Background: an optimization exercise with open tools, aiming at small area and a short achievable clock period. Do not read the settings as production practice. Function was checked by simulation only, so behaviour that the tests miss may differ from the original. Power figures rest on the tool's default switching activity, not on a simulated workload.

## wip/indigo
==> flow/design.v (excerpt) <==
module pam4_link (
    input  logic        clk,
    input  logic        rstn,
    input  logic        symbol_valid,
    input  logic [1:0]  symbol,
    input  logic [5:0]  noise,
    output logic        sample_valid,
    output logic [7:0]  sample_level,
    output logic        decision_valid,
    output logic [1:0]  decision_symbol
);
clock: 13.0 ns
lec_check: 0
cap_margin: 20
core_area: 2.5 2.5 62.5 62.5
die_area: 0 0 65 65
slew_margin: 20
standard.sh (not shown) runs the stock make flow with config.mk's settings and CLKGATE_MAP_FILE= SYNTH_SCRIPT=/design/flow/synth_recipe.tcl, a recipe that flattens the netlist after the stock synthesis.
==> flow/flow/run.sh <==
#!/bin/bash
# Own layout flow: the standard flow (standard.sh) with three changes.
#  1. The technology-mapping abc call of the standard synthesis script uses flow/map.abc,
#     an area-oriented mapping script, instead of ORFS's abc script. Everything else in
#     synthesis (registers, their names and cells, flattening, renaming) is the standard flow's own.
#  2. No half/full adder cell extraction: abc maps all combinational logic.
#  3. Port buffers are plain buf_1 cells rather than the delay cells buffer_ports picks.
# The make output goes to make_finish.log; ORFS keeps each tool's log under orfs/logs.
set -euo pipefail
WORK=$(pwd)
FLOWDIR=$(cd "$(dirname "${BASH_SOURCE[0]}")" && pwd)
export OWN_ABC_SCRIPT=$FLOWDIR/map.abc
{
  echo 'proc abc {args} {'
  echo '  set i [lsearch -exact $args -script]'
  echo '  if {$i >= 0} { lset args [expr {$i + 1}] $::env(OWN_ABC_SCRIPT) }'
  echo '  yosys abc {*}$args'
  echo '}'
  cat "$WORK/synth_recipe.tcl"
} > "$WORK/own_synth.tcl"
export CTS_ARGS="-sink_clustering_enable -repair_clock_nets -dont_use_dummy_load -sink_clustering_size 50 -sink_clustering_max_diameter 500"
export BUFFER_PORTS_ARGS="-inputs -outputs -buffer_cell sky130_fd_sc_hd__buf_1"
bash standard.sh SYNTH_SCRIPT="$WORK/own_synth.tcl" ADDER_MAP_FILE= finish > make_finish.log 2>&1
==> flow/flow/map.abc <==
strash
dch
map -D 900
topo
wip/indigo completed every stage of the flow, and the final layout passed the timing, DRC and antenna checks.
What wip/cedar does differently from wip/indigo at the input level:
- DIE_AREA removed (was 0 0 65 65)
- CORE_UTILIZATION newly set to 40
- CORE_AREA removed (was 2.5 2.5 62.5 62.5)
- CORE_MARGIN newly set to 2
diff --git a/flow/flow/run.sh b/flow/flow/run.sh
--- a/flow/flow/run.sh
+++ b/flow/flow/run.sh
@@ -21 +20,0 @@
-export CTS_ARGS="-sink_clustering_enable -repair_clock_nets -dont_use_dummy_load -sink_clustering_size 50 -sink_clustering_max_diameter 500"
==> flow/flow/map.abc <==
strash
dch
map -a
topo
==> comparison <==
- wip/indigo → wip/cedar: power consumption +about 3%; area overhead of the layout relative to synthesis -2.0 points.
- Measured against each other, wip/indigo and wip/cedar differ in sequential power, the higher figure coming from wip/cedar.
- Looking at fraction of power consumed by the clock network across wip/indigo and wip/cedar, the one that comes out higher is wip/cedar.
- wip/cedar closes out successfully: all stages finished, all timing, DRC and antenna checks passed.
- Clock buffer count in the final layout delta for wip/cedar relative to wip/indigo: 1 higher
- Compared with wip/indigo, wip/cedar shows a worst slack at placement that is 530 ps lower.
- Going from wip/indigo to wip/cedar, global-route usage grows by 5.3 points.
- Insertion delay to the later sink of the worst-skew pair: wip/cedar vs wip/indigo — no meaningful difference
## Diff of input files: wip/onyx against wip/cedar
- CORE_UTILIZATION no longer set, was 40
- CORE_MARGIN no longer set, was 2
- CORE_AREA now 2.5 2.5 62.5 62.5, previously not set
- DIE_AREA now 0 0 65 65, previously not set
diff --git a/flow/flow/run.sh b/flow/flow/run.sh
--- a/flow/flow/run.sh
+++ b/flow/flow/run.sh
@@ -20,0 +21 @@
+export CTS_ARGS="-sink_clustering_enable -repair_clock_nets -dont_use_dummy_load"
==> flow/flow/map.abc <==
strash
dch
amap
topo
Results
- NOTE: met2 layer usage reported by global route in wip/onyx falls short of that of wip/cedar
- Changes observed in wip/onyx relative to wip/cedar: clock buffer count in the final layout has decreased, design area lower, post-layout total power lost about 5%, slack of the critical path climbed 23 ps.
Modified inputs, wip/sierra compared to wip/onyx
diff --git a/flow/flow/run.sh b/flow/flow/run.sh
--- a/flow/flow/run.sh
+++ b/flow/flow/run.sh
@@ -23 +23 @@
-bash standard.sh SYNTH_SCRIPT="$WORK/own_synth.tcl" ADDER_MAP_FILE= finish > make_finish.log 2>&1
+bash standard.sh SYNTH_SCRIPT="$WORK/own_synth.tcl" ADDER_MAP_FILE= SETUP_SLACK_MARGIN=9.1 finish > make_finish.log 2>&1
==> flow/flow/map.abc <==
strash
dch
map -D 1100
topo
### Flow results
wip/sierra has completed all stages; timing, DRC and antenna checks passed.
In the reports for wip/sierra and wip/onyx, the larger peak supply drop belongs to wip/onyx.
wip/sierra vs wip/onyx — sequential power climbed slightly
Per-cell via count in the routed design, wip/sierra and wip/onyx: larger value in wip/onyx
wip/sierra — clock period minus worst slack 550 ps lower, wip/onyx as reference
Routed via count delta (wip/onyx -> wip/sierra): insignificant
Looking at critical-path cell with the highest stage delay, the nor2_1 result is from wip/onyx; the nor3_2 one comes from wip/sierra.
Looking at biggest cell category by area in the final layout, the registers result is from wip/onyx; the multi-input gates one comes from wip/sierra.
Per the comparison of wip/sierra with wip/onyx, worst hold margin lower, fmax higher.

---

== job 101 ==
The RTL this note starts from:
==> flow/design.v <==
package pam4_pkg;
    typedef logic [1:0] symbol_t;
    typedef logic signed [8-1:0] sample_t;
    typedef logic signed [6-1:0] noise_t;
endpackage
`timescale 1ns/100ps
module chan_comb (
    input  logic s0,
    input  logic s1,
    input  logic p0,
    input  logic p1,
    input  logic n0,
    input  logic n1,
    input  logic n2,
    input  logic n3,
    input  logic n4,
    input  logic n5,
    output logic x0,
    output logic x1,
    output logic x2,
    output logic x3,
    output logic x4,
    output logic x5,
    output logic x6,
    output logic x7
);
    logic new_n19, new_n20, new_n21, new_n22, new_n23, new_n24, new_n25, new_n26, new_n27, new_n28, new_n29, new_n30, new_n31, new_n32, new_n33, new_n35, new_n37, new_n39, new_n40, new_n41, new_n42, new_n43, new_n44, new_n45, new_n46, new_n48, new_n49, new_n50, new_n51, new_n52, new_n53, new_n55, new_n56, new_n57, new_n58, new_n59, new_n60, new_n61, new_n62, new_n63, new_n64, new_n65, new_n67, new_n68, new_n69, new_n70, new_n71, new_n72, new_n73, new_n74, new_n75, new_n76, new_n77, new_n78, new_n79, new_n80, new_n81, new_n82;
    assign new_n19 = ~n2 & ~n3;
    assign new_n20 = s0 & p1;
    assign new_n21 = s1 & ~n5;
    assign new_n22 = p0 & n4;
    assign new_n23 = new_n21 & new_n22;
    assign new_n24 = new_n20 & new_n23;
    assign new_n25 = ~new_n19 & new_n24;
    assign new_n26 = n2 & n3;
    assign new_n27 = ~s0 & ~p1;
    assign new_n28 = ~s1 & n5;
    assign new_n29 = ~p0 & ~n4;
    assign new_n30 = new_n28 & new_n29;
    assign new_n31 = new_n27 & new_n30;
    assign new_n32 = ~new_n26 & new_n31;
    assign new_n33 = n0 & ~new_n32;
    assign x0 = new_n25 | new_n33;
    assign new_n35 = n1 & ~new_n32;
    assign x1 = new_n25 | new_n35;
    assign new_n37 = n2 & ~new_n24;
    assign x2 = ~new_n31 & ~new_n37;
    assign new_n39 = ~p0 & ~new_n26;
    assign new_n40 = ~new_n31 & new_n39;
    assign new_n41 = ~new_n19 & new_n40;
    assign new_n42 = p0 & ~new_n19;
    assign new_n43 = ~new_n40 & ~new_n42;
    assign new_n44 = ~new_n24 & ~new_n43;
    assign new_n45 = ~new_n26 & new_n44;
    assign new_n46 = p0 & ~new_n45;
    assign x3 = new_n41 | new_n46;
    assign new_n48 = ~new_n20 & ~new_n27;
    assign new_n49 = ~n4 & ~new_n48;
    assign new_n50 = n4 & new_n48;
    assign new_n51 = ~new_n49 & ~new_n50;
    assign new_n52 = new_n43 & ~new_n51;
    assign new_n53 = new_n44 & new_n51;
    assign x4 = ~new_n52 & ~new_n53;
    assign new_n55 = ~new_n21 & ~new_n28;
    assign new_n56 = n4 & ~new_n39;
    assign new_n57 = ~new_n42 & ~new_n56;
    assign new_n58 = new_n55 & new_n57;
    assign new_n59 = ~new_n55 & ~new_n57;
    assign new_n60 = ~new_n58 & ~new_n59;
    assign new_n61 = new_n20 & x4;
    assign new_n62 = new_n27 & ~x4;
    assign new_n63 = ~new_n61 & ~new_n62;
    assign new_n64 = new_n60 & ~new_n63;
    assign new_n65 = ~new_n60 & new_n63;
    assign x5 = ~new_n64 & ~new_n65;
    assign new_n67 = ~s1 & ~new_n20;
    assign new_n68 = s1 & ~new_n27;
    assign new_n69 = ~new_n67 & ~new_n68;
    assign new_n70 = ~n5 & ~new_n39;
    assign new_n71 = n5 & ~new_n42;
    assign new_n72 = n4 & ~new_n71;
    assign new_n73 = ~new_n70 & ~new_n72;
    assign new_n74 = ~new_n69 & ~new_n73;
    assign new_n75 = s1 & ~new_n20;
    assign new_n76 = ~new_n27 & ~new_n75;
    assign new_n77 = new_n73 & new_n76;
    assign new_n78 = ~new_n74 & ~new_n77;
    assign new_n79 = ~x5 & ~new_n78;
    assign new_n80 = new_n69 & new_n73;
    assign new_n81 = new_n74 & new_n76;
    assign new_n82 = ~new_n80 & ~new_n81;
    assign x6 = new_n79 | ~new_n82;
    assign x7 = new_n67 | new_n80;
endmodule
module isi_channel (
    input  logic                clk,
    input  logic                rstn,
    input  logic                symbol_valid,
    input  pam4_pkg::symbol_t   symbol,
    input  pam4_pkg::noise_t    noise,
    output logic                sample_valid,
    output pam4_pkg::sample_t   sample_level
);
    pam4_pkg::symbol_t prev_symbol;
    pam4_pkg::sample_t level_sat;
    chan_comb i_chan_comb (
        .s0 (symbol[0]), .s1 (symbol[1]), .p0 (prev_symbol[0]), .p1 (prev_symbol[1]),
        .n0 (noise[0]), .n1 (noise[1]), .n2 (noise[2]), .n3 (noise[3]), .n4 (noise[4]), .n5 (noise[5]),
        .x0 (level_sat[0]), .x1 (level_sat[1]), .x2 (level_sat[2]), .x3 (level_sat[3]),
        .x4 (level_sat[4]), .x5 (level_sat[5]), .x6 (level_sat[6]), .x7 (level_sat[7])
    );
    always_ff @(posedge clk) begin
        sample_valid <= rstn & symbol_valid;
        if (!rstn) begin
            prev_symbol <= 2'd1;
        end else if (symbol_valid) begin
            prev_symbol <= symbol;
        end
    end
    always_ff @(posedge clk) begin
        if (symbol_valid) begin
            sample_level <= level_sat;
        end
    end
endmodule
`timescale 1ns/100ps
module dfe_comb (
    input  logic x0,
    input  logic x1,
    input  logic x2,
    input  logic x3,
    input  logic x4,
    input  logic x5,
    input  logic x6,
    input  logic x7,
    input  logic d0,
    input  logic d1,
    output logic y0,
    output logic y1
);
    logic new_n13, new_n14, new_n15, new_n16, new_n17, new_n18, new_n19, new_n20, new_n21, new_n22, new_n23, new_n24, new_n25, new_n26, new_n27, new_n28, new_n29, new_n30, new_n31, new_n32, new_n33, new_n34, new_n35, new_n36, new_n37, new_n38, new_n39, new_n40, new_n41, new_n42, new_n43, new_n44, new_n45, new_n47;
    assign new_n13 = ~x0 & ~x1;
    assign new_n14 = x2 & ~new_n13;
    assign new_n15 = ~x3 & d0;
    assign new_n16 = ~new_n14 & new_n15;
    assign new_n17 = ~x4 & new_n16;
    assign new_n18 = x5 & ~new_n17;
    assign new_n19 = x3 & new_n14;
    assign new_n20 = ~x4 & ~new_n19;
    assign new_n21 = ~d0 & ~new_n20;
    assign new_n22 = ~x6 & ~new_n21;
    assign new_n23 = ~new_n18 & new_n22;
    assign new_n24 = d1 & new_n23;
    assign new_n25 = ~d1 & ~new_n23;
    assign new_n26 = x4 & ~d0;
    assign new_n27 = new_n19 & new_n26;
    assign new_n28 = ~x6 & ~new_n27;
    assign new_n29 = x5 & ~new_n28;
    assign new_n30 = ~x4 & d0;
    assign new_n31 = x6 & ~new_n30;
    assign new_n32 = ~new_n16 & new_n31;
    assign new_n33 = ~new_n29 & ~new_n32;
    assign new_n34 = ~new_n25 & new_n33;
    assign new_n35 = ~new_n24 & new_n34;
    assign new_n36 = ~x7 & ~new_n35;
    assign new_n37 = x6 & ~new_n17;
    assign new_n38 = x5 & ~new_n22;
    assign new_n39 = ~new_n37 & ~new_n38;
    assign new_n40 = ~x5 & ~new_n27;
    assign new_n41 = new_n32 & ~new_n40;
    assign new_n42 = d1 & ~new_n41;
    assign new_n43 = ~d1 & new_n41;
    assign new_n44 = ~new_n42 & ~new_n43;
    assign new_n45 = ~new_n39 & new_n44;
    assign y0 = new_n36 | new_n45;
    assign new_n47 = x7 & ~new_n43;
    assign y1 = ~new_n24 & ~new_n47;
endmodule
module dfe_detector (
    input  logic                clk,
    input  logic                rstn,
    input  logic                sample_valid,
    input  pam4_pkg::sample_t   sample_level,
    output logic                decision_valid,
    output pam4_pkg::symbol_t   decision_symbol
);
    logic [1:0] dec;
    dfe_comb i_dfe_comb (
        .x0 (sample_level[0]), .x1 (sample_level[1]), .x2 (sample_level[2]), .x3 (sample_level[3]),
        .x4 (sample_level[4]), .x5 (sample_level[5]), .x6 (sample_level[6]), .x7 (sample_level[7]),
        .d0 (decision_symbol[0]), .d1 (decision_symbol[1]),
        .y0 (dec[0]), .y1 (dec[1])
    );
    always_ff @(posedge clk) begin
        decision_valid <= rstn & sample_valid;
        if (!rstn) begin
            decision_symbol <= 2'd1;
        end else if (sample_valid) begin
            decision_symbol <= dec;
        end
    end
endmodule
`timescale 1ns/100ps
module pam4_link (
    input  logic        clk,
    input  logic        rstn,
    input  logic        symbol_valid,
    input  logic [1:0]  symbol,
    input  logic [5:0]  noise,
    output logic        sample_valid,
    output logic [7:0]  sample_level,
    output logic        decision_valid,
    output logic [1:0]  decision_symbol
);
    isi_channel i_isi_channel (
        .clk          (clk),
        .rstn         (rstn),
        .symbol_valid (symbol_valid),
        .symbol       (symbol),
        .noise        (noise),
        .sample_valid (sample_valid),
        .sample_level (sample_level)
    );
    dfe_detector i_dfe_detector (
        .clk             (clk),
        .rstn            (rstn),
        .sample_valid    (sample_valid),
        .sample_level    (sample_level),
        .decision_valid  (decision_valid),
        .decision_symbol (decision_symbol)
    );
endmodule
export LEC_CHECK = 0
export CAP_MARGIN = 20
export CORE_AREA = 2.5 2.5 62.5 62.5
export DIE_AREA = 0 0 65 65
export SLEW_MARGIN = 20
create_clock -name core_clock -period 13.0 [get_ports {clk}]
==> flow/flow/run.sh <==
#!/bin/bash
# Own layout flow: the standard flow (standard.sh) with three changes.
#  1. The technology-mapping abc call of the standard synthesis script uses flow/map.abc,
#     an area-oriented mapping script, instead of ORFS's abc script. Everything else in
#     synthesis (registers, their names and cells, flattening, renaming) is the standard flow's own.
#  2. No half/full adder cell extraction: abc maps all combinational logic.
#  3. Port buffers are plain buf_1 cells rather than the delay cells buffer_ports picks.
# The make output goes to make_finish.log; ORFS keeps each tool's log under orfs/logs.
set -euo pipefail
WORK=$(pwd)
FLOWDIR=$(cd "$(dirname "${BASH_SOURCE[0]}")" && pwd)
export OWN_ABC_SCRIPT=$FLOWDIR/map.abc
{
  echo 'proc abc {args} {'
  echo '  set i [lsearch -exact $args -script]'
  echo '  if {$i >= 0} { lset args [expr {$i + 1}] $::env(OWN_ABC_SCRIPT) }'
  echo '  yosys abc {*}$args'
  echo '}'
  cat "$WORK/synth_recipe.tcl"
} > "$WORK/own_synth.tcl"
export CTS_ARGS="-sink_clustering_enable -repair_clock_nets -dont_use_dummy_load"
export BUFFER_PORTS_ARGS="-inputs -outputs -buffer_cell sky130_fd_sc_hd__buf_1"
bash standard.sh SYNTH_SCRIPT="$WORK/own_synth.tcl" ADDER_MAP_FILE= SETUP_SLACK_MARGIN=9.1 finish > make_finish.log 2>&1
==> flow/flow/map.abc <==
&get -n
&st
&dch -f
&nf -D 900 -R 100
&put
topo
Job 101 finished every stage and its layout cleared the timing, DRC and antenna checks.
#### Input delta (job 102 over job 101)
--- a/flow/flow/run.sh
+++ b/flow/flow/run.sh
@@ -22,2 +22,2 @@
 export BUFFER_PORTS_ARGS="-inputs -outputs -buffer_cell sky130_fd_sc_hd__buf_1"
-bash standard.sh SYNTH_SCRIPT="$WORK/own_synth.tcl" ADDER_MAP_FILE= SETUP_SLACK_MARGIN=9.1 finish > make_finish.log 2>&1
+bash standard.sh SYNTH_SCRIPT="$WORK/own_synth.tcl" ADDER_MAP_FILE= SETUP_SLACK_MARGIN=9.12 finish > make_finish.log 2>&1
==> flow/flow/map.abc <==
strash
dch
map -D 900
topo
[summary]
- Job 102: full flow OK, the timing, DRC and antenna checks passed
- Job 102 vs job 101 — total area of multi-input combinational cells dropped by more than 10%
- Relative to job 101, logic depth of the worst setup path including buffers has increased by 1 in job 102.
- Compared to job 101, job 102 has non-clock buffering overhead in the final layout 3.8 points lower.
- Job 102 vs job 101 — wire length on met3 climbed by more than 10%
- Job 102 vs job 101 — post-placement cell area rose about 2.5%.
- Job 102 ended with less xor/xnor cell area share of the yosys netlist than job 101.
- Design area ends up higher on job 101.
What job 103 does differently from job 102 at the input level:
- CORE_MARGIN: unset -> 2
- CORE_UTILIZATION: unset -> 40
- CORE_AREA: 2.5 2.5 62.5 62.5 -> unset
- DIE_AREA: 0 0 65 65 -> unset
--- a/flow/flow/run.sh
+++ b/flow/flow/run.sh
@@ -20,4 +20,4 @@
 } > "$WORK/own_synth.tcl"
-export CTS_ARGS="-sink_clustering_enable -repair_clock_nets -dont_use_dummy_load"
+export CTS_ARGS="-sink_clustering_enable -repair_clock_nets -dont_use_dummy_load -sink_clustering_size 30 -buf_list sky130_fd_sc_hd__clkbuf_4 -root_buf sky130_fd_sc_hd__clkbuf_4"
 export BUFFER_PORTS_ARGS="-inputs -outputs -buffer_cell sky130_fd_sc_hd__buf_1"
-bash standard.sh SYNTH_SCRIPT="$WORK/own_synth.tcl" ADDER_MAP_FILE= SETUP_SLACK_MARGIN=9.12 finish > make_finish.log 2>&1
+bash standard.sh SYNTH_SCRIPT="$WORK/own_synth.tcl" ADDER_MAP_FILE= finish > make_finish.log 2>&1
==> flow/flow/map.abc <==
strash
dch
amap
topo
Findings:
- Cmp job 103 and job 102 / count of cells along the worst register-to-register path / lower: job 102
- Delta (job 103 minus job 102): total power draw went down by about 3.2%; sequential power went down by about 1%; normalized max-slew margin went up by 0.78 points; routed wire length went down by 6.7%.
- The standard cells in job 103 occupy less silicon area than those in job 102 do.
Changes in job 104 relative to job 103:
- DIE_AREA: unset -> 0 0 65 65
- CORE_MARGIN: 2 -> unset
- CORE_UTILIZATION: 40 -> unset
- CORE_AREA: unset -> 2.5 2.5 62.5 62.5
--- a/flow/flow/run.sh
+++ b/flow/flow/run.sh
@@ -20,3 +20,3 @@
 } > "$WORK/own_synth.tcl"
-export CTS_ARGS="-sink_clustering_enable -repair_clock_nets -dont_use_dummy_load -sink_clustering_size 30 -buf_list sky130_fd_sc_hd__clkbuf_4 -root_buf sky130_fd_sc_hd__clkbuf_4"
+export CTS_ARGS="-repair_clock_nets -dont_use_dummy_load"
 export BUFFER_PORTS_ARGS="-inputs -outputs -buffer_cell sky130_fd_sc_hd__buf_1"
==> flow/flow/map.abc <==
strash
dch
map -D 900
topo
[summary]
Area fraction in compound gates after synthesis in job 104 is 2.5 points lower than in job 103. Power share of the clock group (higher): job 103. Job 104 against job 103: clock-pin slew on the worst setup and hold paths held steady, power grew by about 3%. The lower final period utilization came out of job 104. Fraction of final layout cells sized beyond drive strength 1: job 104 > job 103. Of the two candidates, job 103 has the better via total after detailed routing and job 104 the worse one. Measured against job 103, the final routed wirelength across all metal layers of job 104 comes out at 1.07 times the reference value.
Changes in job 105 relative to job 104:
--- a/flow/flow/run.sh
+++ b/flow/flow/run.sh
@@ -20,3 +20,3 @@
 } > "$WORK/own_synth.tcl"
-export CTS_ARGS="-repair_clock_nets -dont_use_dummy_load"
+export CTS_ARGS="-sink_clustering_enable -repair_clock_nets -dont_use_dummy_load -sink_clustering_size 30 -sink_clustering_max_diameter 200 -buf_list sky130_fd_sc_hd__clkbuf_8 -root_buf sky130_fd_sc_hd__clkbuf_8"
 export BUFFER_PORTS_ARGS="-inputs -outputs -buffer_cell sky130_fd_sc_hd__buf_1"
[summary]
Job 105 finished all stages; the layout is clean.
Number of pins exceeding their max-slew limit in the final report essentially unchanged between job 104 and job 105.
Fmax, job 105 and job 104, higher one = job 104.
Job 104 has a higher clock slew seen by the registers of the worst setup and hold paths than job 105.
Going from job 104 to job 105, power dissipated in the clock network grew by more than a quarter.
Side by side, fraction of area in non-clock buffers turned out lower in job 105 than in job 104.
Relative to job 104, the setup slack of job 105 is lower by 40 ps.
Of job 105 and job 104, job 104 shows the lower worst supply voltage drop on vdd, with job 105 above it.

[what the ideal ports hide]
In the flow no input, the clock included, has a driving cell. The finished layouts below were timed again as built, in two steps.
Step 1, drivers: a clkbuf_16 drives clk and a buf_2 each remaining input, both assumed.
Step 2, shift: input delay + t, output delay - t, t = (earliest + latest rising clock arrival at the registers) / 2. This alone moves slack from input paths to output paths.
Three values: no drivers, after step 1, after step 2; two values: the first two.
| run | t, ns | slack for setup (ns) | hold slack, ns | worst setup path after step 2 | clock arrival spread, ns |
|---|---|---|---|---|---|
| wip/indigo | 0.289 | 9.139 / 9.133 / 8.844 | 0.483 / 0.483 / 0.483 | input to register | 0.016 / 0.016 |
| wip/cedar | 0.284 | 8.567 / 8.566 / 8.281 | 0.495 / 0.495 / 0.495 | input to register | 0.003 / 0.003 |
| wip/onyx | 0.286 | 8.590 / 8.592 / 8.306 | 0.503 / 0.503 / 0.503 | input to register | 0.001 / 0.001 |
| wip/sierra | 0.286 | 9.139 / 9.141 / 8.855 | 0.496 / 0.496 / 0.496 | input to register | 0.003 / 0.003 |
| job 101 | 0.290 | 9.129 / 9.116 / 8.826 | 0.546 / 0.546 / 0.546 | input to register | 0.011 / 0.010 |
| job 102 | 0.288 | 9.268 / 9.263 / 8.974 | 0.482 / 0.482 / 0.482 | input to register | 0.015 / 0.015 |
| job 103 | 0.285 | 8.512 / 8.510 / 8.225 | 0.503 / 0.503 / 0.503 | input to register | 0.017 / 0.017 |
| job 104 | 0.289 | 9.139 / 9.133 / 8.844 | 0.483 / 0.483 / 0.483 | input to register | 0.016 / 0.016 |
| job 105 | 0.261 | 9.099 / 9.095 / 8.834 | 0.479 / 0.479 / 0.479 | input to register | 0.007 / 0.007 |
After both steps every run listed still meets setup and hold. The setup slack of job 101, which loses most, moves by -0.013 ns with the drivers and by -0.303 ns with both steps.
